This design comes from an exercise in tuning for small area and a short achievable clock period on the open sky130 flow, not from production work.
Function was checked by simulation only, so behaviour that the tests miss may differ from the original.
Power figures rest on the tool's default switching activity, not on a simulated workload.

File: design.v
package mjdc_pkg;
    localparam bit CUT0 = 1'b0;
    localparam bit CUT1 = 1'b1;
    localparam bit CUT2 = 1'b1;
    localparam bit CUT3 = 1'b1;
    localparam int unsigned DATE_LAT = int'(CUT0) + int'(CUT1) + int'(CUT2) + int'(CUT3);
    localparam int unsigned BCD_AT = 1;
    localparam logic [15:0] MJD_FIRST   = 16'd15079;    
    localparam logic [15:0] MJD_DEFAULT = 16'd53371;    
endpackage
import mjdc_pkg::*;
module mjdc_date (
    input  logic        i_clk,
    input  logic        i_rst_n,
    input  logic        i_valid,
    input  logic [15:0] i_mjd,
    output logic        o_valid,
    output logic [10:0] o_year,
    output logic [3:0]  o_month,
    output logic [4:0]  o_day,
    output logic [2:0]  o_weekday
);
    function automatic logic [12:0] add12(input logic [11:0] a, input logic [11:0] b, input logic ci);
        logic c;
        c = ci;
        for (int i = 0; i < 12; i++) begin
            add12[i] = a[i] ^ b[i] ^ c;
            c        = (a[i] & b[i]) | (c & (a[i] ^ b[i]));
        end
        add12[12] = c;
    endfunction
    function automatic logic ge16(input logic [15:0] x, input logic [15:0] k);
        logic g;
        g = 1'b1;
        for (int i = 0; i < 16; i++) g = k[i] ? (x[i] & g) : (x[i] | g);
        ge16 = g;
    endfunction
    function automatic logic ge12(input logic [11:0] x, input logic [11:0] k);
        ge12 = ge16({4'b0, x}, {4'b0, k});
    endfunction
    function automatic logic ge9(input logic [8:0] x, input logic [8:0] k);
        ge9 = ge16({7'b0, x}, {7'b0, k});
    endfunction
    function automatic logic [5:0] csa7(input logic [2:0] a, input logic [2:0] b, input logic [2:0] c);
        logic [2:0] s, cy;
        s  = a ^ b ^ c;
        cy = (a & b) | (c & (a ^ b));
        csa7 = {cy[1:0], cy[2], s};
    endfunction
    logic        early;
    logic [5:0]  qp;       
    logic [10:0] rh;       
    logic [11:0] r1;
    logic [11:0] a_r1;     
    logic [5:0]  a_qp;
    always_comb begin
        early = !ge16(i_mjd, MJD_FIRST);
        case (i_mjd[15:11])
            5'd0: begin qp = 6'd0; rh = 11'd0; end
            5'd1: begin qp = 6'd0; rh = 11'd0; end
            5'd2: begin qp = 6'd0; rh = 11'd0; end
            5'd3: begin qp = 6'd0; rh = 11'd0; end
            5'd4: begin qp = 6'd0; rh = 11'd0; end
            5'd5: begin qp = 6'd0; rh = 11'd0; end
            5'd6: begin qp = 6'd0; rh = 11'd0; end
            5'd7: begin qp = 6'd0; rh = 11'd718; end
            5'd8: begin qp = 6'd1; rh = 11'd1305; end
            5'd9: begin qp = 6'd3; rh = 11'd431; end
            5'd10: begin qp = 6'd4; rh = 11'd1018; end
            5'd11: begin qp = 6'd6; rh = 11'd144; end
            5'd12: begin qp = 6'd7; rh = 11'd731; end
            5'd13: begin qp = 6'd8; rh = 11'd1318; end
            5'd14: begin qp = 6'd10; rh = 11'd444; end
            5'd15: begin qp = 6'd11; rh = 11'd1031; end
            5'd16: begin qp = 6'd13; rh = 11'd157; end
            5'd17: begin qp = 6'd14; rh = 11'd744; end
            5'd18: begin qp = 6'd15; rh = 11'd1331; end
            5'd19: begin qp = 6'd17; rh = 11'd457; end
            5'd20: begin qp = 6'd18; rh = 11'd1044; end
            5'd21: begin qp = 6'd20; rh = 11'd170; end
            5'd22: begin qp = 6'd21; rh = 11'd757; end
            5'd23: begin qp = 6'd22; rh = 11'd1344; end
            5'd24: begin qp = 6'd24; rh = 11'd470; end
            5'd25: begin qp = 6'd25; rh = 11'd1057; end
            5'd26: begin qp = 6'd27; rh = 11'd183; end
            5'd27: begin qp = 6'd28; rh = 11'd770; end
            5'd28: begin qp = 6'd29; rh = 11'd1357; end
            5'd29: begin qp = 6'd31; rh = 11'd483; end
            5'd30: begin qp = 6'd32; rh = 11'd1070; end
            5'd31: begin qp = 6'd34; rh = 11'd196; end
            default: begin qp = 6'd0; rh = 11'd0; end
        endcase
        r1 = 12'(rh) + 12'(i_mjd[10:0]);
        a_r1 = early ? 12'd306 : r1;
        a_qp = early ? 6'd27 : qp;
    end
    logic        b_valid;
    logic [11:0] b_r1;
    logic [5:0]  b_qp;
    generate if (CUT1) begin : g_cut1
        always_ff @(posedge i_clk) begin
            if (!i_rst_n) b_valid <= 1'b0;
            else          b_valid <= i_valid;
            b_r1 <= a_r1;
            b_qp <= a_qp;
        end
    end else begin : g_nocut1
        assign b_valid = i_valid;
        assign b_r1    = a_r1;
        assign b_qp    = a_qp;
    end endgenerate
    logic [3:0]  yc;       
    logic [8:0]  ystart;   
    logic [12:0] doy_s;
    logic [12:0] y0_s;
    logic [8:0]  b_doy;    
    logic [7:0]  b_y0;     
    logic [5:0]  w1, w2, w3, w4;
    logic [3:0]  wsum;
    logic [2:0]  wres;
    logic [2:0]  b_wd;
    always_comb begin
        if      (ge16({4'b0, b_r1}, 16'd3287)) begin yc = 4'd9; ystart = 9'd215; end
        else if (ge16({4'b0, b_r1}, 16'd2922)) begin yc = 4'd8; ystart = 9'd362; end
        else if (ge16({4'b0, b_r1}, 16'd2556)) begin yc = 4'd7; ystart = 9'd508; end
        else if (ge16({4'b0, b_r1}, 16'd2191)) begin yc = 4'd6; ystart = 9'd143; end
        else if (ge16({4'b0, b_r1}, 16'd1826)) begin yc = 4'd5; ystart = 9'd290; end
        else if (ge16({4'b0, b_r1}, 16'd1461)) begin yc = 4'd4; ystart = 9'd437; end
        else if (ge16({4'b0, b_r1}, 16'd1095)) begin yc = 4'd3; ystart = 9'd71; end
        else if (ge16({4'b0, b_r1}, 16'd730)) begin yc = 4'd2; ystart = 9'd218; end
        else if (ge16({4'b0, b_r1}, 16'd365)) begin yc = 4'd1; ystart = 9'd365; end
        else begin yc = 4'd0; ystart = 9'd0; end
        doy_s = {4'b0, b_r1[8:0]} - {4'b0, ystart};
        b_doy = doy_s[8:0];
        y0_s  = add12({4'b0, b_qp, 2'b00}, 12'(yc), 1'b0);
        b_y0  = y0_s[7:0];
        w1   = csa7(b_r1[2:0], b_r1[5:3], b_r1[8:6]);
        w2   = csa7(b_r1[11:9], ~{b_qp[1:0], b_qp[2]}, ~{b_qp[4:3], b_qp[5]});
        w3   = csa7(w1[2:0], w1[5:3], w2[2:0]);
        w4   = csa7(w3[2:0], w3[5:3], w2[5:3]);
        wsum = {1'b0, w4[2:0]} + {1'b0, w4[5:3]};
        wres = wsum[2:0] + {2'b0, wsum[3]};
        case (wres)
            3'd0:    b_wd = 3'd6;
            3'd1:    b_wd = 3'd7;
            3'd2:    b_wd = 3'd1;
            3'd3:    b_wd = 3'd2;
            3'd4:    b_wd = 3'd3;
            3'd5:    b_wd = 3'd4;
            3'd6:    b_wd = 3'd5;
            default: b_wd = 3'd6;
        endcase
    end
    logic        c_valid;
    logic [8:0]  c_doy;
    logic [7:0]  c_y0;
    logic [2:0]  c_wd;
    generate if (CUT2) begin : g_cut2
        always_ff @(posedge i_clk) begin
            if (!i_rst_n) c_valid <= 1'b0;
            else          c_valid <= b_valid;
            c_doy <= b_doy;
            c_y0  <= b_y0;
            c_wd  <= b_wd;
        end
    end else begin : g_nocut2
        assign c_valid = b_valid;
        assign c_doy   = b_doy;
        assign c_y0    = b_y0;
        assign c_wd    = b_wd;
    end endgenerate
    logic [3:0]  month;
    logic [4:0]  dadd;     
    logic        k;        
    logic [12:0] year_s;
    logic [12:0] day_s;
    logic [10:0] c_year;
    logic [4:0]  c_day;
    always_comb begin
        if      (ge9(c_doy, 9'd337)) begin month = 4'd2; dadd = 5'd16; end
        else if (ge9(c_doy, 9'd306)) begin month = 4'd1; dadd = 5'd15; end
        else if (ge9(c_doy, 9'd275)) begin month = 4'd12; dadd = 5'd14; end
        else if (ge9(c_doy, 9'd245)) begin month = 4'd11; dadd = 5'd12; end
        else if (ge9(c_doy, 9'd214)) begin month = 4'd10; dadd = 5'd11; end
        else if (ge9(c_doy, 9'd184)) begin month = 4'd9; dadd = 5'd9; end
        else if (ge9(c_doy, 9'd153)) begin month = 4'd8; dadd = 5'd8; end
        else if (ge9(c_doy, 9'd122)) begin month = 4'd7; dadd = 5'd7; end
        else if (ge9(c_doy, 9'd92)) begin month = 4'd6; dadd = 5'd5; end
        else if (ge9(c_doy, 9'd61)) begin month = 4'd5; dadd = 5'd4; end
        else if (ge9(c_doy, 9'd31)) begin month = 4'd4; dadd = 5'd2; end
        else                           begin month = 4'd3; dadd = 5'd1; end
        k      = ge9(c_doy, 9'd306);
        year_s = add12({4'b0, c_y0}, 12'd1896, k);
        c_year = year_s[10:0];
        day_s  = add12({7'b0, c_doy[4:0]}, {7'b0, dadd}, 1'b0);
        c_day  = day_s[4:0];
    end
    generate if (CUT3) begin : g_cut3
        always_ff @(posedge i_clk) begin
            if (!i_rst_n) o_valid <= 1'b0;
            else          o_valid <= c_valid;
            o_year    <= c_year;
            o_month   <= month;
            o_day     <= c_day;
            o_weekday <= c_wd;
        end
    end else begin : g_nocut3
        assign o_valid   = c_valid;
        assign o_year    = c_year;
        assign o_month   = month;
        assign o_day     = c_day;
        assign o_weekday = c_wd;
    end endgenerate
endmodule
import mjdc_pkg::*;
module mjd_bcd_to_calendar_time (
    input  logic        i_clk,
    input  logic        i_rst_n,
    input  logic        start,
    output logic        busy,
    input  logic [15:0] i_mjd,
    input  logic [7:0]  i_hour_bcd,
    input  logic [7:0]  i_minute_bcd,
    input  logic [7:0]  i_second_bcd,
    output logic        o_valid,
    output logic [10:0] o_year,
    output logic [3:0]  o_month_num,
    output logic [4:0]  o_day_of_month,
    output logic [2:0]  o_weekday,
    output logic [7:0]  o_hour_bin,
    output logic [7:0]  o_minute_bin,
    output logic [7:0]  o_second_bin
);
    function automatic logic [7:0] bcd_to_bin(input logic [7:0] b);
        logic [3:0] t;
        logic [2:0] v;
        logic [4:0] x;
        logic [6:0] h;
        logic       c;
        t = b[7:4];
        v = b[3:1];
        c = 1'b0;
        for (int i = 0; i < 3; i++) begin
            x[i] = t[i] ^ v[i] ^ c;
            c    = (t[i] & v[i]) | (c & (t[i] ^ v[i]));
        end
        x[3] = t[3] ^ c;
        x[4] = t[3] & c;
        h[1:0] = x[1:0];
        c = 1'b0;
        for (int i = 2; i < 5; i++) begin
            h[i] = x[i] ^ t[i-2] ^ c;
            c    = (x[i] & t[i-2]) | (c & (x[i] ^ t[i-2]));
        end
        h[5] = t[3] ^ c;
        h[6] = t[3] & c;
        bcd_to_bin = {h, b[0]};
    endfunction
    assign busy = !i_rst_n;
    logic        s_valid;
    logic [15:0] s_mjd;
    logic [23:0] s_hms;
    generate if (CUT0) begin : g_cut0
        always_ff @(posedge i_clk) begin
            if (!i_rst_n) s_valid <= 1'b0;
            else          s_valid <= start;
            s_mjd <= i_mjd;
            s_hms <= {i_hour_bcd, i_minute_bcd, i_second_bcd};
        end
    end else begin : g_nocut0
        assign s_valid = start;
        assign s_mjd   = i_mjd;
        assign s_hms   = {i_hour_bcd, i_minute_bcd, i_second_bcd};
    end endgenerate
    mjdc_date u_date (
        .i_clk     (i_clk),
        .i_rst_n   (i_rst_n),
        .i_valid   (s_valid),
        .i_mjd     (s_mjd),
        .o_valid   (o_valid),
        .o_year    (o_year),
        .o_month   (o_month_num),
        .o_day     (o_day_of_month),
        .o_weekday (o_weekday)
    );
    localparam int unsigned HMS_LAT = DATE_LAT - int'(CUT0);
    logic [23:0] hms_d [0:HMS_LAT];     
    function automatic logic [23:0] hms_to_bin(input logic [23:0] h);
        hms_to_bin = {bcd_to_bin(h[23:16]), bcd_to_bin(h[15:8]), bcd_to_bin(h[7:0])};
    endfunction
    assign hms_d[0] = (BCD_AT == 0) ? hms_to_bin(s_hms) : s_hms;
    for (genvar i = 0; i < HMS_LAT; i++) begin : g_hms
        logic [23:0] r_hms;
        always_ff @(posedge i_clk) r_hms <= hms_d[i];
        assign hms_d[i+1] = (BCD_AT == i + 1) ? hms_to_bin(r_hms) : r_hms;
    end
    assign o_hour_bin   = hms_d[HMS_LAT][23:16];
    assign o_minute_bin = hms_d[HMS_LAT][15:8];
    assign o_second_bin = hms_d[HMS_LAT][7:0];
endmodule
File: flow/run.sh
#!/bin/bash
# layout flow: the standard synthesis, then its combinational logic re-mapped by
# abc as plain gates (flow/remap.tcl; every register kept with its name and cell;
# the logic before the first registers mapped for delay),
# then the rest of the standard flow, with the port buffers as plain buf_1 cells
# instead of the cell buffer_ports picks by default, and a clock tree over larger
# sink clusters without dummy balancing loads.
# each tool's output goes to a log of its own in this folder
set -euo pipefail
export BUFFER_PORTS_ARGS="-buffer_cell sky130_fd_sc_hd__buf_1"
export CTS_ARGS="-sink_clustering_enable -repair_clock_nets -dont_use_dummy_load -buf_list sky130_fd_sc_hd__clkbuf_8 -sink_clustering_size 30 -sink_clustering_max_diameter 100"
bash standard.sh synth > synth_run.log 2>&1
R=orfs/results/$FLOW_PLATFORM/mjd_bcd_to_calendar_time/base
cp $R/1_2_yosys.v standard_synth.v
REMAP_LIB=$FLOW_HOME/platforms/sky130hd/lib/sky130_fd_sc_hd__tt_025C_1v80.lib \
REMAP_IN=standard_synth.v REMAP_TOP=$FLOW_TOP REMAP_PS=3500 REMAP_OUT=$R/1_2_yosys.v \
    yosys -c flow/remap.tcl > remap.log 2>&1
rm -f $R/1_synth.odb $R/1_synth.sdc
bash standard.sh > standard_run.log 2>&1
File: flow/remap.tcl
# re-map the combinational logic of the standard synthesis netlist with abc as
# plain gates (the standard netlist keeps yosys's full/half-adder cells and
# kogge-stone adders), keeping every register instance, its name and its cell.
# the logic from the inputs to the first pipeline registers (it also carries the
# input delay) is mapped first, for delay; the rest for area, except the
# time-of-day bcd conversion, whose full and half adder cells are kept.
set lib $::env(REMAP_LIB)
set abcargs [list -liberty $lib -dont_use *lpflow* -dont_use *probe* -dont_use *fill*]
yosys read_liberty -ignore_miss_func $lib
yosys read_verilog $::env(REMAP_IN)
yosys hierarchy -top $::env(REMAP_TOP)
yosys blackbox sky130_fd_sc_hd__dfxtp_1 sky130_fd_sc_hd__dfxtp_2 sky130_fd_sc_hd__dfxtp_4
yosys cd $::env(REMAP_TOP)
yosys select -set bcd {c:g_hms[1].*} {%ci*:-sky130_fd_sc_hd__dfxtp_1[Q]}
yosys select -set keepfa t:sky130_fd_sc_hd__fa_* t:sky130_fd_sc_hd__ha_* %u @bcd %i
yosys setattr -set keep_hierarchy 1 @keepfa
yosys select -clear
yosys cd
yosys flatten
yosys opt -purge
yosys cd $::env(REMAP_TOP)
yosys select -set first {c:u_date.b_r1*} {c:u_date.b_qp*} %u {%ci*:-sky130_fd_sc_hd__dfxtp_1[Q]}
yosys abc {*}$abcargs -D 1200 -script {+strash;dc2;dch,-f;map,-D,1200;topo} @first
yosys select -clear
yosys cd
yosys abc {*}$abcargs -D 3500
yosys splitnets
yosys opt_clean -purge
yosys hilomap -singleton -hicell sky130_fd_sc_hd__conb_1 HI -locell sky130_fd_sc_hd__conb_1 LO
# left out here: clean up, clear keep_hierarchy
yosys stat -liberty $lib
yosys select -module $::env(REMAP_TOP)
yosys write_verilog -noattr -nohex -nodec -selected $::env(REMAP_OUT)
File: standard.sh
#!/bin/bash
# synth_recipe.tcl (not shown) runs the flow's synth.tcl, then flattens the netlist and writes it again
# the make line also repeats each setting of config.mk as NAME=value (left out here)
make -C /OpenROAD-flow-scripts/flow DESIGN_CONFIG=/design/flow/config.mk WORK_HOME=/design/flow/orfs CLKGATE_MAP_FILE= SYNTH_SCRIPT=/design/flow/synth_recipe.tcl "${@:-finish}"
File: config.mk
export PLATFORM = sky130hd
export DESIGN_NAME = mjd_bcd_to_calendar_time
export DESIGN_NICKNAME = mjd_bcd_to_calendar_time
export VERILOG_FILES = /design/flow/design.v
export SDC_FILE = /design/flow/constraint.sdc
export NUM_CORES = 4
export LEC_CHECK = 0
export ABC_CLOCK_PERIOD_IN_PS = 3500
export CAP_MARGIN = 20
export CORE_MARGIN = 2
export CORE_UTILIZATION = 60
export SETUP_SLACK_MARGIN = 3.9
export SLEW_MARGIN = 20
File: constraint.sdc
create_clock -name core_clock -period 7.5 [get_ports {i_clk}]
set_input_delay 1.5000 -clock core_clock [delete_from_list [all_inputs] [get_ports {i_clk}]]
set_output_delay 1.5000 -clock core_clock [all_outputs]
set_load 0.01 [all_outputs]
==> results of run 1 <==
==> critical path: cells and delay by family <==
| kind | cells | cell delay, ns |
|---|---|---|
| compound gates | 5 | 0.89 |
| buf+inv | 1 | 0.18 |
| simple gates | 10 | 1.21 |
==> power breakdown <==
part / switching [mW] / internal [mW]
clock: 0.210 / 0.198
sequential: 0.146 / 0.909
combinational: 0.790 / 0.599
total: 1.15 / 1.71
==> metal layers <==
metal  vias up  track usage (%)  routed length (um)
li1       2456                -                   -
met1      2359             27.8                5160
met2       223             48.8                7340
met3        35             7.12                 774
met4         0             13.3                 398
met5         -                0                   0
==> how the worst min path moves through the flow <==
stage,to,slack [ns],start
global route,g_hms[2].r_hms[16],0.32,g_hms[1].r_hms[16]
CTS,g_hms[2].r_hms[3],0.31,g_hms[1].r_hms[3]
detailed placement,g_hms[2].r_hms[16],0.31,g_hms[1].r_hms[16]
global placement,g_hms[2].r_hms[7],0.31,g_hms[1].r_hms[7]
finish,g_hms[2].r_hms[3],0.31,g_hms[1].r_hms[3]
floorplan,g_hms[1].r_hms[0],0.31,g_hms[0].r_hms[0]
==> layout make-up <==
type / instances / area (um2)
multi-input cells: 472 / 3130
repair buffers: 94 / 378
clock buffers: 17 / 234
flip-flops and latches: 134 / 2690
inverters: 38 / 156
fillers: 735 / 2890
well taps: 133 / 166
==> repair_timing <==
action | CTS | global route
pin swaps | 0 | 6
setup endpoints to repair | 9 | 9
setup buffers | 0 | 2
gates resized for setup | 11 | 31
==> cells in the final DEF, fill, tap and decap left out, drive strengths merged, types with 2 or more instances in the layout <==
cell type and count:
nor2b 5, o21a 4, nor3 14, o31ai 3, dfxtp 134, a21boi 4, nand2 69, a21oi 35
nand4 5, clkinv 34, fa 12, nand2b 6, maj3 14, xor2 13, xor3 3, o22ai 5
buf 92, xnor2 41, nor3b 2, inv 4, and3 4, o311ai 4, and2 8, nor4 2
a211oi 7, a311oi 2, nand3 33, a31oi 5, ha 12, clkbuf 19, o41ai 5, or2 11
nor2 67, a41o 2, a21o 4, and2b 2, o211ai 6, o21ai 47
==> sequential cells by signal, indices dropped and copies added (netlist names) <==
signal / flops
g_hms.r_hms: 72
u_date.b_r1: 12
u_date.c_doy: 9
u_date.o_year: 9
u_date.c_y0: 8
u_date.b_qp: 6
u_date.o_day: 5
u_date.o_month: 4
u_date.c_wd: 3
u_date.o_weekday: 3
u_date.b_valid: 1
u_date.c_valid: 1
u_date.o_valid: 1
==> metrics by stage <==
step	worst slack, ns	util [%]	instances	hold WS (ns)
floorplan	4.03	-	644	0.310
global placement	3.09	66.4	869	0.310
detailed placement	2.97	66.4	869	0.313
CTS	3.91	69.0	886	0.313
global route	3.89	70.0	888	0.319
finish	4.03	70.0	888	0.313
==> results.py, run 1 <==
metrics = {
    "synth": {
        "postSynthAreaPerCell_um2": 9.15,
        "synthCells": 644,
        "netlist_area_mm2": 0.00589,
        "synth_nets": 711,
        "ys_warn_count": 3,
    },
    "setup_path": {
        "cp-endpoint": "u_date.b_r1[11]",
        "rrSetupSlack_ns": 4.12,
        "r2r-start": "u_date.b_r1[3]",
        "critical_path.most_common_cell": "nand3_1",
        "rr_worst_depth": 10,
        "critPathLaunch": "i_mjd[14]",
        "r2r_end": "u_date.c_wd[2]",
        "crit_arrival_ns": 3.78,
        "start_kind": "primary input",
        "cp_slowest_cell": "a311oi_1",
        "max_stage_delay_ns": 0.31,
        "crit_chain": "clkbuf_4 > or2b_4 > o2bb2ai_1 > o211ai_1 > nand3_1 > nand2_2 > nand2_1 > nand3_2 > nand3_1 > nand3_1 > nand3_2 > nand3_2 > nand3_1 > a21oi_2 > o22ai_1 > a311oi_1",
        "worstSetupEndpointType": "flip-flop",
        "crit_fanout": 11,
        "crit_required_ns": 7.82,
        "path_class": "primary input to flip-flop",
    },
    "cts": {
        "clk_latency_ns": 0.43,
        "cts_tree": "done",
        "root_buffer": "clkbuf_8",
        "clockBufferDepth": 2,
        "numCtsBuffers": 17,
        "cts_htree_levels": 4,
        "clock-sinks": 134,
        "clk_pin_slew_ns": 0.06,
        "cts_hold_buf": 0,
    },
    "floorplanning": {
        "core_area_mm2": 0.00964,
        "ios": 92,
        "start_util_pct": 61.1,
        "die_w_um": 103,
        "die_height_um": 103,
        "die_area_mm2": 0.0106,
        "rows": 36,
    },
    "cells_and_area": {
        "n_antenna_cell": 0,
        "drive_above_1_share_pct": 7.28,
        "finalInstanceArea_mm2": 0.00675,
        "area_growth_pct": 14.6,
        "nets": 824,
    },
    "sta": {
        "drv_slew": 0,
        "rsz0062_at_grt": "no",
        "hold_viol_final": 0,
        "relSlewSlack_pct": 51.1,
        "finalSetupViolCount": 0,
        "fin_tns_setup_ns": 0,
        "fmax_ghz": 0.289,
        "tightest_slew_ns": 0.724,
        "fin_skew_ns": 0.0325,
        "period_needed_ns": 3.47,
        "timing.final.crit_share_pct": 46.2,
    },
    "routing": {
        "wl_mm": 13.7,
        "firstDrtPassIters": 5,
        "wl_per_cell_um": 15.4,
        "drc": 0,
        "vias": 5073,
        "via_per_inst": 5.71,
        "drt-initial-drc-count": 210,
        "final_antenna_net_count": 0,
    },
    "power_and_ir_drop": {
        "powerDensity_mw_per_mm2": 423,
        "power_mw": 2.85,
        "peakVddDrop_uv": 197,
        "p_leak_nw": 2.67,
    },
    "flow_run": {
        "maxCapViolations": 0,
    },
    "min_path": {
        "hold_path_depth": 0,
        "min_path_type": "flip-flop to flip-flop",
    },
    "placed_design": {
        "dpl_cell_area_mm2": 0.00640,
        "place_congestion": 0.922,
        "port_buffers": 91,
        "hpwlAfterDp_mm": 10.3,
    },
    "grt": {
        "grt_antenna_before_repair": 0,
        "track_usage_pct": 26.6,
        "grt_max_degree": 19,
        "grt_pass1_wl_mm": 21.7,
        "gr-total-overflow": 0,
        "grt_pass1_vias": 4860,
    },
    "outcome": {
        "outcome": "no timing/DRC/antenna violations",
    },
}
==> run 2, diff against run 1 <==
--- a/config.mk
+++ b/config.mk
@@ -8,6 +8,6 @@
 export ABC_CLOCK_PERIOD_IN_PS = 3500
 export CAP_MARGIN = 20
 export CORE_MARGIN = 2
-export CORE_UTILIZATION = 60
+export CORE_UTILIZATION = 75
 export SETUP_SLACK_MARGIN = 3.9
 export SLEW_MARGIN = 20
==> run 2 against run 1 <==
Register-to-register slack got worse by 0.34 ns. Clock power is 4.9% higher. Sequential power barely moved. Synthesized cell count stayed put. Non-clock buffer count is 1 higher. Clock skew decreased by 0.00090 ns. Routed wire length rose by 29%. Final cell count shrank 3.4%. Final area is 0.54% lower. Largest cell class unchanged.
==> results.py, run 2 <==
metrics = {
    "setup_path": {
        "crit_required_ns": 7.79,
        "cp_slowest_cell": "dfxtp_1",
        "crit_chain": "o21ai_0 > nor2b_1 > o311ai_2 > a21oi_1 > or2_0 > maj3_1 > a211oi_1 > o31ai_2 > a211oi_1 > nor2_1 > xor2_1",
        "crit_arrival_ns": 4.02,
        "r2r_end": "u_date.c_doy[7]",
        "rr_worst_depth": 11,
        "path_class": "flip-flop to flip-flop",
        "max_stage_delay_ns": 0.60,
        "r2r-start": "u_date.b_r1[1]",
        "worstSetupEndpointType": "flip-flop",
        "critPathTopFamily": "compound AO/OA/AOI/OAI gates",
        "worst-path-buf-inv": 0,
        "critical_path.most_common_cell": "a211oi_1",
        "start_kind": "flip-flop",
        "crit_fanout": 10,
        "rrSetupSlack_ns": 3.78,
    },
    "cells_and_area": {
        "n_antenna_cell": 0,
        "n_fill_cell": 370,
        "largest_reg_flops": 72,
        "final_cell_mix": "127 x dfxtp_1, 86 x buf_1, 68 x nand2_1",
        "reg.largest.list": "g_hms.r_hms x72, u_date.b_r1 x12",
        "area_growth_pct": 14.0,
        "drive_above_1_share_pct": 7.54,
        "largest-register": "g_hms.r_hms",
        "mostFrequentLayoutCell": "dfxtp_1",
        "final_util_pct": 87.8,
        "nets": 825,
    },
    "floorplanning": {
        "die_height_um": 92.6,
        "rows": 32,
        "start_util_pct": 77.0,
        "die_w_um": 92.6,
        "die_area_mm2": 0.00858,
        "ios": 92,
        "core_area_mm2": 0.00765,
    },
    "power_and_ir_drop": {
        "p_leak_nw": 2.67,
        "powerDensity_mw_per_mm2": 459,
        "peakVddDrop_uv": 195,
        "power_mw": 3.08,
    },
    "cts": {
        "clk_latency_ns": 0.44,
        "clockBufferDepth": 2,
        "clock-sinks": 134,
        "numCtsBuffers": 17,
        "cts_hold_buf": 0,
        "cts_tree": "done",
        "cts_htree_levels": 4,
        "clk_pin_slew_ns": 0.07,
        "root_buffer": "clkbuf_8",
    },
    "routing": {
        "firstDrtPassIters": 9,
        "drt-initial-drc-count": 778,
        "wl_per_cell_um": 20.5,
        "wl_mm": 17.6,
        "final_antenna_net_count": 0,
        "drc": 0,
        "via_per_inst": 6.74,
        "vias": 5782,
    },
    "sta": {
        "rsz0062_at_grt": "yes",
        "tightest_slew_ns": 0.804,
        "finalSetupViolCount": 0,
        "fin_skew_ns": 0.0316,
        "drv_slew": 0,
        "fin_tns_setup_ns": 0,
        "relSlewSlack_pct": 45.7,
        "fmax_ghz": 0.269,
        "period_needed_ns": 3.72,
        "hold_viol_final": 0,
        "timing.final.crit_share_pct": 49.6,
        "whs_ns": 0.311,
    },
    "grt": {
        "gr-total-overflow": 0,
        "grt_max_degree": 19,
        "grt_antenna_before_repair": 0,
        "grt_pass1_vias": 5570,
        "track_usage_pct": 41.3,
        "grt_pass1_wl_mm": 27.3,
    },
    "synth": {
        "netlist_area_mm2": 0.00589,
        "ys_warn_count": 3,
        "postSynthAreaPerCell_um2": 9.15,
        "synth_nets": 711,
        "synthCells": 644,
    },
    "min_path": {
        "min_delay_worst_endpoint": "g_hms[2].r_hms[18]",
        "min_path_type": "flip-flop to flip-flop",
        "worstHoldStart": "g_hms[1].r_hms[18]",
        "hold_path_depth": 0,
    },
    "placed_design": {
        "port_buffers": 91,
        "hpwlAfterDp_mm": 11.3,
        "place_congestion": 0.967,
    },
    "flow_run": {
        "maxCapViolations": 0,
    },
    "outcome": {
        "outcome": "no timing/DRC/antenna violations",
    },
}
run 2: report_power, final:
part | total, mW | internal (mW) | switching, mW
clock | 0.428 | 0.199 | 0.229
combinational | 1.57 | 0.604 | 0.968
sequential | 1.08 | 0.910 | 0.172
run 2: cell type report:
class	count	area (um2)	share of cell area (%)
clock buffers	17	234	3.49
inverters	38	153	2.27
multi-input cells	472	3120	46.5
flip-flops and latches	134	2690	40.1
well taps	102	128	1.90
repair buffers	95	385	5.74
run 2: worst reg2reg max path, delay by kind of cell (launching register included):
| kind | cells | cell delay, ns |
|---|---|---|
| and+or+nand+nor | 3 | 0.61 |
| adders and majority gates | 1 | 0.40 |
| AOI/OAI and AO/OA | 6 | 1.83 |
| xor gates and xnor gates | 1 | 0.17 |
| DFF | 1 | 0.60 |
run 2: worst max path at each step:
stage | start | depth (start not counted) | slack (ns) | end
6_report | u_date.b_r1[1] | 11 | 3.78 | u_date.c_doy[7]
5_1_grt | u_date.b_r1[1] | 11 | 3.71 | u_date.c_doy[7]
4_1_cts | i_mjd[12] | 17 | 3.95 | u_date.b_r1[11]
3_5_place_dp | i_mjd[13] | 16 | 3.03 | u_date.b_r1[10]
3_3_place_gp | i_mjd[11] | 17 | 3.18 | u_date.b_r1[11]
2_1_floorplan | i_mjd[13] | 15 | 4.03 | u_date.b_r1[10]
run 2: stage by stage:
stage / instance area [um2] / std cells / worst slack, ns
floorplan: 5890 / 644 / 4.03
global placement: 6360 / 837 / 3.18
detailed placement: 6360 / 837 / 3.03
CTS: 6620 / 854 / 3.95
global route: 6710 / 858 / 3.71
finish: 6710 / 858 / 3.78
run 2: repair_timing:
action,CTS,global route
setup buffers,0,4
cloned,0,0
setup endpoints to repair,13,11
pin swaps,0,5
gates resized for setup,14,26
run 2: routing by layer:
metal	wire length [um]	part of all wire [%]	up-vias	GRT usage, %
li1	-	-	2474	-
met3	1640	9.3	171	10.4
met1	5720	32	2645	42.0
met2	9020	51	492	75.0
met4	1240	7.0	0	26.0
met5	0	0	-	0
==> run 3, diff against run 2 <==
--- a/config.mk
+++ b/config.mk
@@ -8,6 +8,6 @@
 export ABC_CLOCK_PERIOD_IN_PS = 3500
 export CAP_MARGIN = 20
 export CORE_MARGIN = 2
-export CORE_UTILIZATION = 75
-export SETUP_SLACK_MARGIN = 3.9
+export CORE_UTILIZATION = 60
+export SETUP_SLACK_MARGIN = 4.1
 export SLEW_MARGIN = 20
==> run 3 against run 2 <==
Still clean on timing, DRC and antenna. Routed wire length decreased by 25%. Die area increased by 24%. Final cell count increased by 4.0%. Clock skew decreased by 0.0051 ns. Flip-flop and latch count unchanged. Utilization decreased by 16 points.
==> results.py, run 3 <==
metrics = {
    "cells_and_area": {
        "register_area_mm2": 0.00269,
        "largest_reg_flops": 72,
        "multiInputGateArea_mm2": 0.00325,
        "reg.largest.list": "g_hms.r_hms x72, u_date.b_r1 x12",
        "final_cell_mix": "127 x dfxtp_1, 86 x buf_1, 68 x nand2_1",
        "finalInstanceArea_mm2": 0.00693,
        "area_growth_pct": 17.7,
        "largest-register": "g_hms.r_hms",
        "mostFrequentLayoutCell": "dfxtp_1",
        "n_antenna_cell": 0,
        "n_fill_cell": 723,
        "nets": 828,
        "drive_above_1_share_pct": 10.7,
    },
    "floorplanning": {
        "die_area_mm2": 0.0106,
        "start_util_pct": 61.1,
        "rows": 36,
        "ios": 92,
        "core_area_mm2": 0.00964,
        "die_w_um": 103,
        "die_height_um": 103,
    },
    "routing": {
        "wl_mm": 13.2,
        "drc": 0,
        "drt-initial-drc-count": 274,
        "wl_per_cell_um": 14.8,
        "vias": 5014,
        "final_antenna_net_count": 0,
        "via_per_inst": 5.62,
        "firstDrtPassIters": 5,
    },
    "cts": {
        "root_buffer": "clkbuf_8",
        "cts_tree": "done",
        "clk_pin_slew_ns": 0.08,
        "numCtsBuffers": 17,
        "clockBufferDepth": 2,
        "cts_htree_levels": 4,
        "clk_latency_ns": 0.42,
        "cts_hold_buf": 0,
        "clock-sinks": 134,
    },
    "grt": {
        "track_usage_pct": 25.3,
        "gr-total-overflow": 0,
        "grt_pass1_wl_mm": 20.9,
        "grt_pass1_vias": 4620,
        "grt_antenna_before_repair": 0,
        "grt_max_degree": 19,
    },
    "sta": {
        "fin_skew_ns": 0.0265,
        "fin_ws_ns": 4.16,
        "hold_viol_final": 0,
        "fmax_ghz": 0.300,
        "fin_tns_setup_ns": 0,
        "period_needed_ns": 3.34,
        "whs_ns": 0.311,
        "tightest_slew_ns": 0.962,
        "rsz0062_at_grt": "yes",
        "drv_slew": 0,
        "relSlewSlack_pct": 35.0,
        "timing.final.crit_share_pct": 44.5,
        "finalSetupViolCount": 0,
    },
    "synth": {
        "synth_nets": 711,
        "postSynthAreaPerCell_um2": 9.15,
        "ys_warn_count": 3,
        "netlist_area_mm2": 0.00589,
        "synthCells": 644,
    },
    "placed_design": {
        "hpwlAfterDp_mm": 9.75,
        "pre_cts_ws_ns": 3.00,
        "place_congestion": 0.952,
        "port_buffers": 91,
        "dpl_cell_area_mm2": 0.00640,
    },
    "power_and_ir_drop": {
        "power_mw": 2.90,
        "powerDensity_mw_per_mm2": 418,
        "p_leak_nw": 2.74,
        "peakVddDrop_uv": 224,
    },
    "setup_path": {
        "crit_arrival_ns": 1.84,
        "crit_required_ns": 6.00,
        "path_class": "primary input to output port",
        "rrSetupSlack_ns": 4.20,
        "worstSetupEndpointType": "output port",
        "start_kind": "primary input",
        "crit_fanout": 4,
    },
    "min_path": {
        "min_path_type": "flip-flop to flip-flop",
    },
    "flow_run": {
        "maxCapViolations": 0,
    },
    "outcome": {
        "outcome": "no timing/DRC/antenna violations",
    },
}
-- run 3: path summary, 6_finish.rpt --
| path | from | endpoint | depth (start not counted) |
|---|---|---|---|
| worst min register to register | u_date.c_wd[1] | u_date.o_weekday[1] | 0 |
| worst max register to register | u_date.b_r1[2] | u_date.c_wd[2] | 10 |
| worst min-delay path | u_date.c_wd[1] | u_date.o_weekday[1] | 0 |
| worst max-delay path | i_rst_n | busy | 3 |
-- run 3: stage by stage --
step           std cells  utilization (%)
6_report             892             71.9
3_5_place_dp         868             66.4
5_1_grt              892             71.9
4_1_cts              885             69.6
3_3_place_gp         868             66.4
2_1_floorplan        644                -
-- run 3: per-layer routing --
| metal | wire length, um | track usage [%] | up-vias |
|---|---|---|---|
| li1 | - | - | 2473 |
| met1 | 5250 | 28.8 | 2350 |
| met2 | 7060 | 45.9 | 172 |
| met3 | 709 | 6.44 | 19 |
| met4 | 189 | 8.91 | 0 |
| met5 | 0 | 0 | - |
-- run 3: cell type report --
class	instances	share of cell area, %
Multi-Input combinational cell	472	46.9
Sequential cell	134	38.8
Timing Repair Buffer	98	6.17
Clock buffer	17	3.37
Tap cell	133	2.40
Inverter	38	2.36
-- run 3: repair_timing --
action / in CTS / in global routing
pin swaps: 1 / 8
resized for setup: 28 / 46
setup buffers: 0 / 7
endpoints found under the setup margin: 14 / 12
-- run 3: report_power, final --
group / internal (mW) / switching [mW] / total, mW
combinational: 0.627 / 0.798 / 1.42
clock: 0.198 / 0.215 / 0.414
sequential: 0.909 / 0.148 / 1.06
-- run 3: worst max-delay path, cell delays in order --
cell and delay [ns]:
buf_1 0.13, clkinv_1 0.08, buf_1 0.12
==> run 4, diff against run 3 <==
--- a/design.v
+++ b/design.v
@@ -63,35 +63,35 @@
             5'd4: begin qp = 6'd0; rh = 11'd0; end
             5'd5: begin qp = 6'd0; rh = 11'd0; end
             5'd6: begin qp = 6'd0; rh = 11'd0; end
-            5'd7: begin qp = 6'd0; rh = 11'd718; end
-            5'd8: begin qp = 6'd1; rh = 11'd1305; end
-            5'd9: begin qp = 6'd3; rh = 11'd431; end
-            5'd10: begin qp = 6'd4; rh = 11'd1018; end
-            5'd11: begin qp = 6'd6; rh = 11'd144; end
-            5'd12: begin qp = 6'd7; rh = 11'd731; end
-            5'd13: begin qp = 6'd8; rh = 11'd1318; end
-            5'd14: begin qp = 6'd10; rh = 11'd444; end
-            5'd15: begin qp = 6'd11; rh = 11'd1031; end
-            5'd16: begin qp = 6'd13; rh = 11'd157; end
-            5'd17: begin qp = 6'd14; rh = 11'd744; end
-            5'd18: begin qp = 6'd15; rh = 11'd1331; end
-            5'd19: begin qp = 6'd17; rh = 11'd457; end
-            5'd20: begin qp = 6'd18; rh = 11'd1044; end
-            5'd21: begin qp = 6'd20; rh = 11'd170; end
-            5'd22: begin qp = 6'd21; rh = 11'd757; end
-            5'd23: begin qp = 6'd22; rh = 11'd1344; end
-            5'd24: begin qp = 6'd24; rh = 11'd470; end
-            5'd25: begin qp = 6'd25; rh = 11'd1057; end
-            5'd26: begin qp = 6'd27; rh = 11'd183; end
-            5'd27: begin qp = 6'd28; rh = 11'd770; end
-            5'd28: begin qp = 6'd29; rh = 11'd1357; end
-            5'd29: begin qp = 6'd31; rh = 11'd483; end
-            5'd30: begin qp = 6'd32; rh = 11'd1070; end
-            5'd31: begin qp = 6'd34; rh = 11'd196; end
+            5'd7: begin qp = 6'd0; rh = 11'd673; end
+            5'd8: begin qp = 6'd1; rh = 11'd1260; end
+            5'd9: begin qp = 6'd3; rh = 11'd386; end
+            5'd10: begin qp = 6'd4; rh = 11'd973; end
+            5'd11: begin qp = 6'd6; rh = 11'd99; end
+            5'd12: begin qp = 6'd7; rh = 11'd686; end
+            5'd13: begin qp = 6'd8; rh = 11'd1273; end
+            5'd14: begin qp = 6'd10; rh = 11'd399; end
+            5'd15: begin qp = 6'd11; rh = 11'd986; end
+            5'd16: begin qp = 6'd13; rh = 11'd112; end
+            5'd17: begin qp = 6'd14; rh = 11'd699; end
+            5'd18: begin qp = 6'd15; rh = 11'd1286; end
+            5'd19: begin qp = 6'd17; rh = 11'd412; end
+            5'd20: begin qp = 6'd18; rh = 11'd999; end
+            5'd21: begin qp = 6'd20; rh = 11'd125; end
+            5'd22: begin qp = 6'd21; rh = 11'd712; end
+            5'd23: begin qp = 6'd22; rh = 11'd1299; end
+            5'd24: begin qp = 6'd24; rh = 11'd425; end
+            5'd25: begin qp = 6'd25; rh = 11'd1012; end
+            5'd26: begin qp = 6'd27; rh = 11'd138; end
+            5'd27: begin qp = 6'd28; rh = 11'd725; end
+            5'd28: begin qp = 6'd29; rh = 11'd1312; end
+            5'd29: begin qp = 6'd31; rh = 11'd438; end
+            5'd30: begin qp = 6'd32; rh = 11'd1025; end
+            5'd31: begin qp = 6'd34; rh = 11'd151; end
             default: begin qp = 6'd0; rh = 11'd0; end
         endcase
         r1 = 12'(rh) + 12'(i_mjd[10:0]);
-        a_r1 = early ? 12'd306 : r1;
+        a_r1 = early ? 12'd261 : r1;
         a_qp = early ? 6'd27 : qp;
     end
     logic        b_valid;
@@ -120,16 +120,16 @@
     logic [2:0]  wres;
     logic [2:0]  b_wd;
     always_comb begin
-        if      (ge16({4'b0, b_r1}, 16'd3287)) begin yc = 4'd9; ystart = 9'd215; end
-        else if (ge16({4'b0, b_r1}, 16'd2922)) begin yc = 4'd8; ystart = 9'd362; end
-        else if (ge16({4'b0, b_r1}, 16'd2556)) begin yc = 4'd7; ystart = 9'd508; end
-        else if (ge16({4'b0, b_r1}, 16'd2191)) begin yc = 4'd6; ystart = 9'd143; end
-        else if (ge16({4'b0, b_r1}, 16'd1826)) begin yc = 4'd5; ystart = 9'd290; end
-        else if (ge16({4'b0, b_r1}, 16'd1461)) begin yc = 4'd4; ystart = 9'd437; end
-        else if (ge16({4'b0, b_r1}, 16'd1095)) begin yc = 4'd3; ystart = 9'd71; end
-        else if (ge16({4'b0, b_r1}, 16'd730)) begin yc = 4'd2; ystart = 9'd218; end
-        else if (ge16({4'b0, b_r1}, 16'd365)) begin yc = 4'd1; ystart = 9'd365; end
-        else begin yc = 4'd0; ystart = 9'd0; end
+        if      (ge16({4'b0, b_r1}, 16'd3242)) begin yc = 4'd9; ystart = 9'd170; end
+        else if (ge16({4'b0, b_r1}, 16'd2877)) begin yc = 4'd8; ystart = 9'd317; end
+        else if (ge16({4'b0, b_r1}, 16'd2511)) begin yc = 4'd7; ystart = 9'd463; end
+        else if (ge16({4'b0, b_r1}, 16'd2146)) begin yc = 4'd6; ystart = 9'd98; end
+        else if (ge16({4'b0, b_r1}, 16'd1781)) begin yc = 4'd5; ystart = 9'd245; end
+        else if (ge16({4'b0, b_r1}, 16'd1416)) begin yc = 4'd4; ystart = 9'd392; end
+        else if (ge16({4'b0, b_r1}, 16'd1050)) begin yc = 4'd3; ystart = 9'd26; end
+        else if (ge16({4'b0, b_r1}, 16'd685)) begin yc = 4'd2; ystart = 9'd173; end
+        else if (ge16({4'b0, b_r1}, 16'd320)) begin yc = 4'd1; ystart = 9'd320; end
+        else begin yc = 4'd0; ystart = 9'd467; end
         doy_s = {4'b0, b_r1[8:0]} - {4'b0, ystart};
         b_doy = doy_s[8:0];
         y0_s  = add12({4'b0, b_qp, 2'b00}, 12'(yc), 1'b0);
@@ -141,14 +141,14 @@
         wsum = {1'b0, w4[2:0]} + {1'b0, w4[5:3]};
         wres = wsum[2:0] + {2'b0, wsum[3]};
         case (wres)
-            3'd0:    b_wd = 3'd6;
-            3'd1:    b_wd = 3'd7;
-            3'd2:    b_wd = 3'd1;
-            3'd3:    b_wd = 3'd2;
-            3'd4:    b_wd = 3'd3;
-            3'd5:    b_wd = 3'd4;
-            3'd6:    b_wd = 3'd5;
-            default: b_wd = 3'd6;
+            3'd0:    b_wd = 3'd2;
+            3'd1:    b_wd = 3'd3;
+            3'd2:    b_wd = 3'd4;
+            3'd3:    b_wd = 3'd5;
+            3'd4:    b_wd = 3'd6;
+            3'd5:    b_wd = 3'd7;
+            3'd6:    b_wd = 3'd1;
+            default: b_wd = 3'd2;
         endcase
     end
     logic        c_valid;
--- a/config.mk
+++ b/config.mk
@@ -9,5 +9,5 @@
 export CAP_MARGIN = 20
 export CORE_MARGIN = 2
 export CORE_UTILIZATION = 60
-export SETUP_SLACK_MARGIN = 4.1
+export SETUP_SLACK_MARGIN = 4.3
 export SLEW_MARGIN = 20
==> run 4 against run 3 <==
Still clean on timing, DRC and antenna. Via count shrank 0.16%. Maximum frequency is 3.7% higher. Routed wire length down 1.6%. Register-to-register slack better by 0.14 ns. Non-clock buffer count grew 2. Final area rose by 0.70%. Worst hold slack better by 0.0088 ns. Total power up 1.3%. Clock-buffer cell count unchanged. Worst setup slack better by 0.12 ns. Critical path depth unchanged. Critical path type unchanged. Largest cell class unchanged. Highest routed layer unchanged.
==> results.py, run 4 <==
metrics = {
    "setup_path": {
        "r2r_end": "u_date.c_wd[1]",
        "critPathLaunch": "i_rst_n",
        "crit_arrival_ns": 1.72,
        "rrSetupSlack_ns": 4.34,
        "crit_required_ns": 6.00,
        "r2r-start": "u_date.b_r1[6]",
        "path_class": "primary input to output port",
        "cp-endpoint": "busy",
        "worstSetupEndpointType": "output port",
        "rr_worst_depth": 11,
        "crit_fanout": 2,
        "start_kind": "primary input",
    },
    "cells_and_area": {
        "reg.largest.list": "g_hms.r_hms x72, u_date.b_r1 x12",
        "area_growth_pct": 18.4,
        "drive_above_1_share_pct": 13.0,
        "instances_no_fill": 889,
        "final_cell_mix": "121 x dfxtp_1, 84 x buf_1, 81 x nand2_1",
        "n_antenna_cell": 0,
        "largest-register": "g_hms.r_hms",
        "largest_reg_flops": 72,
        "mostFrequentLayoutCell": "dfxtp_1",
        "nets": 825,
    },
    "floorplanning": {
        "core_area_mm2": 0.00964,
        "die_w_um": 103,
        "rows": 36,
        "die_area_mm2": 0.0106,
        "die_height_um": 103,
        "ios": 92,
        "start_util_pct": 61.2,
    },
    "routing": {
        "vias": 5006,
        "drc": 0,
        "routed-wl-met2_mm": 6.93,
        "final_antenna_net_count": 0,
        "via_per_inst": 5.63,
        "met3_length_um": 648,
        "wl_mm": 13.0,
        "wl_per_cell_um": 14.6,
        "firstDrtPassIters": 5,
        "route.layer.met1.wl_mm": 5.10,
        "drt-initial-drc-count": 258,
        "routed.top_layer": "met4",
    },
    "power_and_ir_drop": {
        "p_leak_nw": 2.82,
        "power_mw": 2.93,
        "powerDensity_mw_per_mm2": 420,
        "peakVddDrop_uv": 236,
    },
    "sta": {
        "finalSetupViolCount": 0,
        "tightest_slew_ns": 0.646,
        "relSlewSlack_pct": 56.8,
        "fmax_ghz": 0.311,
        "hold_viol_final": 0,
        "fin_tns_setup_ns": 0,
        "fin_skew_ns": 0.0267,
        "rsz0062_at_grt": "yes",
        "drv_slew": 0,
        "timing.final.crit_share_pct": 42.9,
        "period_needed_ns": 3.22,
    },
    "cts": {
        "cts_tree": "done",
        "root_buffer": "clkbuf_8",
        "clk_pin_slew_ns": 0.06,
        "numCtsBuffers": 17,
        "clockBufferDepth": 2,
        "clk_latency_ns": 0.41,
        "cts_htree_levels": 4,
        "clock-sinks": 134,
    },
    "synth": {
        "ys_warn_count": 3,
        "synth_nets": 706,
        "netlist_area_mm2": 0.00590,
        "postSynthAreaPerCell_um2": 9.23,
        "synthCells": 639,
    },
    "grt": {
        "track_usage_pct": 24.7,
        "gr-total-overflow": 0,
        "grt_pass1_wl_mm": 20.6,
        "grt_antenna_before_repair": 0,
        "grt_pass1_vias": 4685,
        "grt_max_degree": 17,
    },
    "placed_design": {
        "hpwlAfterDp_mm": 9.53,
        "place_congestion": 0.900,
        "port_buffers": 91,
        "placedCellCount": 863,
    },
    "flow_run": {
        "maxCapViolations": 0,
    },
    "outcome": {
        "outcome": "no timing/DRC/antenna violations",
    },
    "min_path": {
        "min_path_type": "flip-flop to flip-flop",
    },
}
run 4: cell count changes in the layout (fill, tap and decap cells not counted), moves of 5 or more:
cell | previous run | this run
maj3_1 | 14 | 9
xnor2_1 | 39 | 30
nor2_1 | 65 | 49
o21ai_0 | 44 | 33
a31oi_1 | 4 | 9
nand2_1 | 68 | 81
or3_1 | 0 | 6
a21oi_1 | 30 | 37
dfxtp_1 | 127 | 121
run 4: final cells by class:
cell class	instances	area (um2)
inverter	38	159
fill	735	2660
multi-input combinational	467	3270
clock buffer	17	234
sequential	134	2710
timing repair buffer	100	448
tap	133	166
run 4: worst min-delay path by stage:
stage,start,to,slack [ns],cells after the start
floorplan,g_hms[0].r_hms[0],g_hms[1].r_hms[0],0.31,0
global placement,g_hms[1].r_hms[16],g_hms[2].r_hms[16],0.31,0
detailed placement,g_hms[1].r_hms[13],g_hms[2].r_hms[13],0.31,0
CTS,g_hms[1].r_hms[18],g_hms[2].r_hms[18],0.32,0
global route,g_hms[1].r_hms[18],g_hms[2].r_hms[18],0.32,0
finish,g_hms[1].r_hms[18],g_hms[2].r_hms[18],0.32,0
run 4: per-stage QoR:
stage,setup slack (ns),util [%],hold WS (ns),cell area (um2)
finish,4.28,72.4,0.320,6980
global route,4.25,72.4,0.323,6980
CTS,4.29,69.9,0.321,6740
detailed placement,3.37,66.4,0.312,6400
global placement,3.38,66.4,0.310,6400
floorplan,4.31,-,0.310,5900
run 4: layer usage:
metal	global-route usage, %	vias to the layer above
met4	9.82	0
li1	-	2464
met1	27.3	2333
met3	5.56	30
met2	45.7	179
met5	0	-
run 4: where the power goes:
group	switching [mW]	internal [mW]
logic	0.789	0.673
clock network	0.219	0.199
registers	0.143	0.912
run 4: worst max-delay path, stage by stage:
cell and delay (ns):
buf_8 0.08, clkinv_4 0.03, buf_6 0.10
run 4: what timing repair did:
item	in CTS	in global routing
gates resized for setup	39	55
hold buffers	0	0
endpoints found under the setup margin	15	14
endpoints found under the hold margin	0	0
buffers inserted	1	8
cloned	0	0
pin swaps	2	14
==> run 5, diff against run 4 <==
--- a/config.mk
+++ b/config.mk
@@ -9,5 +9,5 @@
 export CAP_MARGIN = 20
 export CORE_MARGIN = 2
 export CORE_UTILIZATION = 60
-export SETUP_SLACK_MARGIN = 4.3
+export SETUP_SLACK_MARGIN = 4.2
 export SLEW_MARGIN = 20
==> run 5 against run 4 <==
Largest cell class unchanged. Clock power about the same. Die area unchanged. Critical path depth unchanged. Final area down 1.8%. Critical path type unchanged. Maximum frequency down 1.9%. First-iteration DRC count up 6.6%. Register-to-register slack about the same. Non-clock buffer count down 3.
==> results.py, run 5 <==
metrics = {
    "sta": {
        "period_needed_ns": 3.28,
        "tightest_slew_ns": 0.637,
        "fin_skew_ns": 0.0254,
        "fmax_ghz": 0.305,
        "rsz0062_at_grt": "yes",
        "fin_tns_setup_ns": 0,
        "relSlewSlack_pct": 57.0,
        "drv_slew": 0,
        "finalSetupViolCount": 0,
        "timing.final.crit_share_pct": 43.7,
        "hold_viol_final": 0,
    },
    "placed_design": {
        "port_buffers": 91,
        "placedCellCount": 863,
        "dpl_cell_area_mm2": 0.00640,
        "place_congestion": 0.900,
        "hpwlAfterDp_mm": 9.53,
    },
    "setup_path": {
        "crit_fanout": 4,
        "critPathLaunch": "i_rst_n",
        "critical_path_depth": 3,
        "r2r-start": "u_date.b_r1[2]",
        "r2r_end": "u_date.c_wd[0]",
        "worstSetupEndpointType": "output port",
        "cp-endpoint": "busy",
        "max_stage_delay_ns": 0.13,
        "rrSetupSlack_ns": 4.33,
        "start_kind": "primary input",
        "critPathTopFamily": "buffers and inverters",
        "crit_chain": "buf_4 > clkinv_1 > buf_2",
        "rr_worst_depth": 11,
        "crit_arrival_ns": 1.78,
        "cp_slowest_cell": "buf_2",
        "worst-path-buf-inv": 3,
        "crit_required_ns": 6.00,
        "path_class": "primary input to output port",
    },
    "routing": {
        "vias": 4960,
        "final_antenna_net_count": 0,
        "drt-initial-drc-count": 275,
        "via_per_inst": 5.60,
        "wl_per_cell_um": 14.4,
        "firstDrtPassIters": 6,
        "drc": 0,
        "wl_mm": 12.8,
    },
    "grt": {
        "gr-total-overflow": 0,
        "grt_antenna_before_repair": 0,
        "track_usage_pct": 24.6,
        "grt_pass1_wl_mm": 20.5,
        "grt_pass1_vias": 4681,
        "grt_max_degree": 17,
    },
    "cells_and_area": {
        "reg.largest.list": "g_hms.r_hms x72, u_date.b_r1 x12",
        "largest-register": "g_hms.r_hms",
        "register_area_mm2": 0.00270,
        "area_growth_pct": 16.3,
        "drive_above_1_share_pct": 10.2,
        "multiInputGateArea_mm2": 0.00319,
        "mostFrequentLayoutCell": "dfxtp_1",
        "n_antenna_cell": 0,
        "nets": 822,
        "finalInstanceArea_mm2": 0.00686,
        "instances_no_fill": 886,
        "n_fill_cell": 757,
        "largest_reg_flops": 72,
        "final_cell_mix": "124 x dfxtp_1, 84 x buf_1, 81 x nand2_1",
    },
    "floorplanning": {
        "core_area_mm2": 0.00964,
        "die_w_um": 103,
        "ios": 92,
        "die_area_mm2": 0.0106,
        "rows": 36,
        "die_height_um": 103,
        "start_util_pct": 61.2,
    },
    "synth": {
        "postSynthAreaPerCell_um2": 9.23,
        "synthCells": 639,
        "synth_nets": 706,
        "ys_warn_count": 3,
        "netlist_area_mm2": 0.00590,
    },
    "power_and_ir_drop": {
        "powerDensity_mw_per_mm2": 406,
        "peakVddDrop_uv": 196,
        "power_mw": 2.78,
        "p_leak_nw": 2.77,
    },
    "cts": {
        "clock-sinks": 134,
        "clk_pin_slew_ns": 0.06,
        "root_buffer": "clkbuf_8",
        "cts_htree_levels": 4,
        "cts_tree": "done",
        "cts_hold_buf": 0,
        "clk_latency_ns": 0.41,
        "numCtsBuffers": 17,
        "clockBufferDepth": 2,
    },
    "min_path": {
        "min_path_type": "flip-flop to flip-flop",
        "worstHoldStart": "g_hms[1].r_hms[18]",
    },
    "flow_run": {
        "maxCapViolations": 0,
    },
    "outcome": {
        "outcome": "no timing/DRC/antenna violations",
    },
}
## run 5: cell types whose count changed in the layout (fill, tap and decap cells not counted), moves of 2 or more
cell,change
a21oi_1,+2
buf_4,-3
buf_6,-2
clkbuf_4,+2
dfxtp_1,+3
dfxtp_2,-2
nand3_1,+2
nand3_2,-2
nor2_1,+2
## run 5: power by group
| part | internal, mW | total [mW] | switching (mW) |
|---|---|---|---|
| combinational | 0.581 | 1.31 | 0.728 |
| clock | 0.199 | 0.420 | 0.221 |
| sequential | 0.911 | 1.05 | 0.142 |
## run 5: metal layers
metal  routed length (um)  track usage, %
met1                 5030            27.0
met2                 6690            45.4
met3                  732            5.56
met4                  327            10.3
met5                    0               0
## run 5: area by class of cell
class | instances | share of cell area, %
tap | 133 | 2.43
sequential | 134 | 39.4
clock buffer | 17 | 3.41
multi-input combinational | 467 | 46.6
inverter | 38 | 2.24
timing repair buffer | 97 | 5.95
## run 5: stage by stage
stage          setup WS (ns)  util [%]  hold WS (ns)
2_1_floorplan           4.31         -         0.310
3_3_place_gp            3.38      66.4         0.310
3_5_place_dp            3.37      66.4         0.312
4_1_cts                 4.21      69.2         0.321
5_1_grt                 4.19      71.1         0.323
6_report                4.22      71.1         0.320
## run 5: what timing repair did
action                                 CTS  global route
setup buffers                            0             6
pin swaps                                2             8
endpoints found under the hold margin    0             0
resized for setup                       21            47
setup endpoints to repair               14            11
## run 5: how the worst min path moves through the flow
stage / slack [ns] / depth (start not counted) / to
5_1_grt: 0.32 / 0 / g_hms[2].r_hms[18]
2_1_floorplan: 0.31 / 0 / g_hms[1].r_hms[0]
6_report: 0.32 / 0 / g_hms[2].r_hms[18]
3_3_place_gp: 0.31 / 0 / g_hms[2].r_hms[16]
3_5_place_dp: 0.31 / 0 / g_hms[2].r_hms[13]
4_1_cts: 0.32 / 0 / g_hms[2].r_hms[18]
==> run 6, diff against run 5 <==
--- a/config.mk
+++ b/config.mk
@@ -9,5 +9,5 @@
 export CAP_MARGIN = 20
 export CORE_MARGIN = 2
 export CORE_UTILIZATION = 60
-export SETUP_SLACK_MARGIN = 4.2
+export SETUP_SLACK_MARGIN = 4.45
 export SLEW_MARGIN = 20
==> run 6 against run 5 <==
Sequential share of layout area decreased by 2.3 points. Critical path depth unchanged. Worst setup slack improved by 0.056 ns. Combinational power increased by about 20%. Maximum frequency increased by 1.7%. Critical path type unchanged. Largest cell class unchanged.
==> results.py, run 6 <==
metrics = {
    "setup_path": {
        "rr_worst_depth": 12,
        "max_stage_delay_ns": 0.11,
        "rrSetupSlack_ns": 4.49,
        "crit_required_ns": 6.00,
        "r2r-start": "u_date.b_r1[7]",
        "crit_fanout": 2,
        "start_kind": "primary input",
        "worst-path-buf-inv": 3,
        "r2r_end": "u_date.c_wd[0]",
        "crit_arrival_ns": 1.72,
        "worstSetupEndpointType": "output port",
        "cp_slowest_cell": "buf_6",
        "critPathTopFamily": "buffers and inverters",
        "crit_chain": "buf_8 > clkinv_4 > buf_6",
        "path_class": "primary input to output port",
    },
    "outcome": {
        "outcome": "no timing/DRC/antenna violations",
    },
    "sta": {
        "fmax_ghz": 0.310,
        "fin_ws_ns": 4.28,
        "timing.final.crit_share_pct": 43.0,
        "finalSetupViolCount": 0,
        "tightest_slew_ns": 0.655,
        "relSlewSlack_pct": 55.8,
        "drv_slew": 0,
        "fin_skew_ns": 0.0263,
        "rsz0062_at_grt": "yes",
        "hold_viol_final": 0,
        "fin_tns_setup_ns": 0,
        "period_needed_ns": 3.22,
    },
    "routing": {
        "firstDrtPassIters": 6,
        "final_antenna_net_count": 0,
        "via_per_inst": 5.65,
        "drt-initial-drc-count": 250,
        "wl_per_cell_um": 14.5,
        "drc": 0,
        "wl_mm": 13.1,
        "vias": 5111,
    },
    "power_and_ir_drop": {
        "powerDensity_mw_per_mm2": 414,
        "peakVddDrop_uv": 220,
        "power_mw": 3.04,
        "p_leak_nw": 2.96,
    },
    "cts": {
        "clk_pin_slew_ns": 0.07,
        "clock-sinks": 134,
        "cts_hold_buf": 0,
        "clk_latency_ns": 0.42,
        "clockBufferDepth": 2,
        "cts_tree": "done",
        "numCtsBuffers": 17,
        "root_buffer": "clkbuf_8",
        "cts_htree_levels": 4,
    },
    "cells_and_area": {
        "area_growth_pct": 24.6,
        "final_cell_mix": "117 x dfxtp_1, 84 x buf_1, 78 x nand2_1",
        "drive_above_1_share_pct": 19.0,
        "largest_reg_flops": 72,
        "reg.largest.list": "g_hms.r_hms x72, u_date.b_r1 x12",
        "largest-register": "g_hms.r_hms",
        "nets": 841,
        "mostFrequentLayoutCell": "dfxtp_1",
        "n_antenna_cell": 0,
    },
    "grt": {
        "top_usage_layer": "met2",
        "track_usage_pct": 23.8,
        "grt_pass1_wl_mm": 19.8,
        "grt_pass1_vias": 4551,
        "met3_usage_pct": 6.17,
        "grt_max_degree": 17,
        "use_met1_pct": 25.8,
        "grt_antenna_before_repair": 0,
        "use_met2_pct": 43.2,
        "gr-total-overflow": 0,
    },
    "synth": {
        "postSynthAreaPerCell_um2": 9.23,
        "synthCells": 639,
        "netlist_area_mm2": 0.00590,
        "ys_warn_count": 3,
        "synth_nets": 706,
    },
    "floorplanning": {
        "rows": 36,
        "core_area_mm2": 0.00964,
        "die_w_um": 103,
        "die_area_mm2": 0.0106,
        "die_height_um": 103,
        "ios": 92,
        "start_util_pct": 61.2,
    },
    "min_path": {
        "min_path_type": "flip-flop to flip-flop",
        "min_delay_worst_endpoint": "g_hms[2].r_hms[13]",
        "hold_path_depth": 0,
        "worstHoldStart": "g_hms[1].r_hms[13]",
    },
    "placed_design": {
        "place_congestion": 0.908,
        "hpwlAfterDp_mm": 9.35,
        "port_buffers": 91,
        "pre_cts_ws_ns": 3.34,
    },
    "flow_run": {
        "maxCapViolations": 0,
    },
}
==> run 6: cell type report <==
cell class                 count  area (um2)
timing repair buffer         116         608
tap                          133         166
clock buffer                  17         234
multi-input combinational    467        3440
inverter                      38         171
fill                         684        2290
sequential                   134        2730
==> run 6: worst reg2reg max path: stages, from the launching register on <==
cell and delay (ns):
dfxtp_4 0.39, xor3_1 0.46, xnor2_1 0.16, xnor2_1 0.26, xor3_1 0.42, nor2_2 0.16, nand3b_1 0.17, a311oi_2 0.13
buf_4 0.16, a21oi_2 0.11, xor2_1 0.22, nand2_1 0.10, xor2_1 0.17
==> run 6: worst max path at each step <==
| stage | slack (ns) | from | end | depth (start not counted) |
|---|---|---|---|---|
| 2_1_floorplan | 4.42 | i_mjd[13] | u_date.b_r1[10] | 12 |
| 3_3_place_gp | 3.43 | i_mjd[15] | u_date.b_r1[10] | 13 |
| 3_5_place_dp | 3.34 | i_mjd[15] | u_date.b_r1[10] | 14 |
| 4_1_cts | 4.28 | i_rst_n | busy | 3 |
| 5_1_grt | 4.26 | i_rst_n | busy | 3 |
| 6_report | 4.28 | i_rst_n | busy | 3 |
==> run 6: routing by layer <==
| metal | part of all wire [%] | routed length, um |
|---|---|---|
| met1 | 39 | 5150 |
| met2 | 52 | 6780 |
| met3 | 6.0 | 786 |
| met4 | 3.0 | 395 |
| met5 | 0 | 0 |
==> run 6: timing repair <==
item	CTS	global route
pin swaps	5	34
buffers inserted	5	20
resized for setup	47	78
endpoints found under the hold margin	0	0
setup endpoints to repair	17	13
==> run 6: through the flow <==
stage	hold slack, ns	area, um2	util [%]	instances
floorplan	0.310	6000	-	639
global placement	0.311	6500	67.5	863
detailed placement	0.313	6500	67.5	863
CTS	0.315	6890	71.5	885
global route	0.325	7340	76.2	905
finish	0.315	7340	76.2	905
==> run 6: report_power, final <==
part,total (mW),internal [mW],switching (mW)
Clock,0.415,0.199,0.216
Sequential,1.05,0.915,0.137
Combinational,1.57,0.743,0.830
Total,3.04,1.86,1.18
==> run 7, diff against run 6 <==
--- a/config.mk
+++ b/config.mk
@@ -9,5 +9,5 @@
 export CAP_MARGIN = 20
 export CORE_MARGIN = 2
 export CORE_UTILIZATION = 60
-export SETUP_SLACK_MARGIN = 4.45
+export SETUP_SLACK_MARGIN = 4.1
 export SLEW_MARGIN = 20
==> run 7 against run 6 <==
Via count decreased by 3.5%. Highest routed layer unchanged. Synthesized cell count stayed put. Clock skew decreased by 0.0012 ns. Critical path depth unchanged. Sequential share of layout area is 2.8 points higher. Final cell count down 2.3%.
==> results.py, run 7 <==
metrics = {
    "outcome": {
        "outcome": "no timing/DRC/antenna violations",
    },
    "synth": {
        "ys_warn_count": 3,
        "synthCells": 639,
        "netlist_area_mm2": 0.00590,
        "synth_nets": 706,
        "postSynthAreaPerCell_um2": 9.23,
    },
    "routing": {
        "firstDrtPassIters": 6,
        "wl_mm": 12.7,
        "drc": 0,
        "final_antenna_net_count": 0,
        "vias": 4931,
        "wl_per_cell_um": 14.3,
        "via_per_inst": 5.58,
        "drt-initial-drc-count": 350,
    },
    "floorplanning": {
        "rows": 36,
        "die_w_um": 103,
        "die_height_um": 103,
        "core_area_mm2": 0.00964,
        "start_util_pct": 61.2,
        "die_area_mm2": 0.0106,
        "ios": 92,
    },
    "sta": {
        "fin_tns_setup_ns": 0,
        "rsz0062_at_grt": "no",
        "drv_slew": 0,
        "fmax_ghz": 0.301,
        "timing.final.crit_share_pct": 44.3,
        "fin_ws_ns": 4.18,
        "relSlewSlack_pct": 55.6,
        "hold_viol_final": 0,
        "period_needed_ns": 3.32,
        "fin_skew_ns": 0.0251,
        "whs_ns": 0.320,
        "finalSetupViolCount": 0,
        "tightest_slew_ns": 0.657,
    },
    "cts": {
        "clock-sinks": 134,
        "cts_tree": "done",
        "numCtsBuffers": 17,
        "clk_pin_slew_ns": 0.06,
        "clk_latency_ns": 0.41,
        "clockBufferDepth": 2,
        "root_buffer": "clkbuf_8",
        "cts_htree_levels": 4,
    },
    "power_and_ir_drop": {
        "p_leak_nw": 2.74,
        "peakVddDrop_uv": 195,
        "powerDensity_mw_per_mm2": 407,
    },
    "flow_run": {
        "maxCapViolations": 0,
    },
    "cells_and_area": {
        "n_antenna_cell": 0,
        "largest-register": "g_hms.r_hms",
        "area_growth_pct": 14.9,
        "mostFrequentLayoutCell": "dfxtp_1",
        "finalInstanceArea_mm2": 0.00677,
        "drive_above_1_share_pct": 8.39,
        "final_cell_mix": "124 x dfxtp_1, 86 x buf_1, 81 x nand2_1",
        "nets": 820,
        "final_util_pct": 70.3,
        "reg.largest.list": "g_hms.r_hms x72, u_date.b_r1 x12",
        "largest_reg_flops": 72,
    },
    "grt": {
        "use_met1_pct": 27.1,
        "grt_pass1_wl_mm": 20.3,
        "track_usage_pct": 24.4,
        "grt_antenna_before_repair": 0,
        "gr-total-overflow": 0,
        "top_usage_layer": "met2",
        "met3_usage_pct": 5.42,
        "use_met2_pct": 45.3,
        "grt_max_degree": 17,
        "grt_pass1_vias": 4619,
    },
    "placed_design": {
        "place_congestion": 0.900,
        "port_buffers": 91,
        "dpl_cell_area_mm2": 0.00640,
        "pre_cts_ws_ns": 3.37,
        "hpwlAfterDp_mm": 9.53,
    },
    "setup_path": {
        "crit_arrival_ns": 1.82,
        "worstSetupEndpointType": "output port",
        "crit_required_ns": 6.00,
        "crit_fanout": 4,
        "path_class": "primary input to output port",
        "start_kind": "primary input",
    },
    "min_path": {
        "min_path_type": "flip-flop to flip-flop",
    },
}
-- run 7: cell count changes in the layout (fill, tap and decap cells not counted), sizes merged --
cell,change
buf,-22
clkinv,-2
clkinvlp,+2
clkbuf,+1
-- run 7: power breakdown --
group / internal, mW / total, mW / switching, mW
Sequential: 0.911 / 1.05 / 0.142
Clock: 0.199 / 0.416 / 0.217
Combinational: 0.569 / 1.29 / 0.718
-- run 7: area by class of cell --
type | instances | area, um2
inverters | 38 | 155
repair buffers | 95 | 380
flip-flops and latches | 134 | 2700
well taps | 133 | 166
fillers | 773 | 2870
multi-input cells | 467 | 3130
clock buffers | 17 | 234
-- run 7: final timing paths --
check | slack (ns) | endpoint | cells past startpoint | from
worst max-delay path | 4.18 | busy | 3 | i_rst_n
worst min-delay path | 0.32 | g_hms[2].r_hms[18] | 0 | g_hms[1].r_hms[18]
worst max register to register | 4.27 | u_date.c_wd[0] | 11 | u_date.b_r1[2]
worst min register to register | 0.32 | g_hms[2].r_hms[18] | 0 | g_hms[1].r_hms[18]
-- run 7: metrics by stage --
stage | power, mW | cells
after floorplan | 2.01 | 639
after global placement | 2.23 | 863
after detailed placement | 2.30 | 863
after CTS | 2.72 | 880
after global routing | 2.98 | 884
final | 2.76 | 884
-- run 7: metal layers --
layer / wire, um / up-vias
met5: 0 / -
met4: 189 / 0
met3: 674 / 16
met2: 6830 / 172
met1: 4960 / 2303
li1: - / 2440
-- run 7: what timing repair did --
action / CTS / global route
hold buffers: 0 / 0
setup endpoints to repair: 11 / 10
buffers inserted: 0 / 4
pin swaps: 0 / 1
gates resized for setup: 10 / 34
-- run 7: worst max-delay path, stage by stage --
cell,delay [ns]
buf_1,0.13
clkinv_1,0.07
buf_1,0.12

Setup slack of run 7, layout unchanged: 4.177 ns with ideal ports, 4.151 ns with driving cells assumed (clock clkbuf_16, inputs buf_2), 3.810 ns with port delays also shifted by the 0.432 ns mid clock arrival.
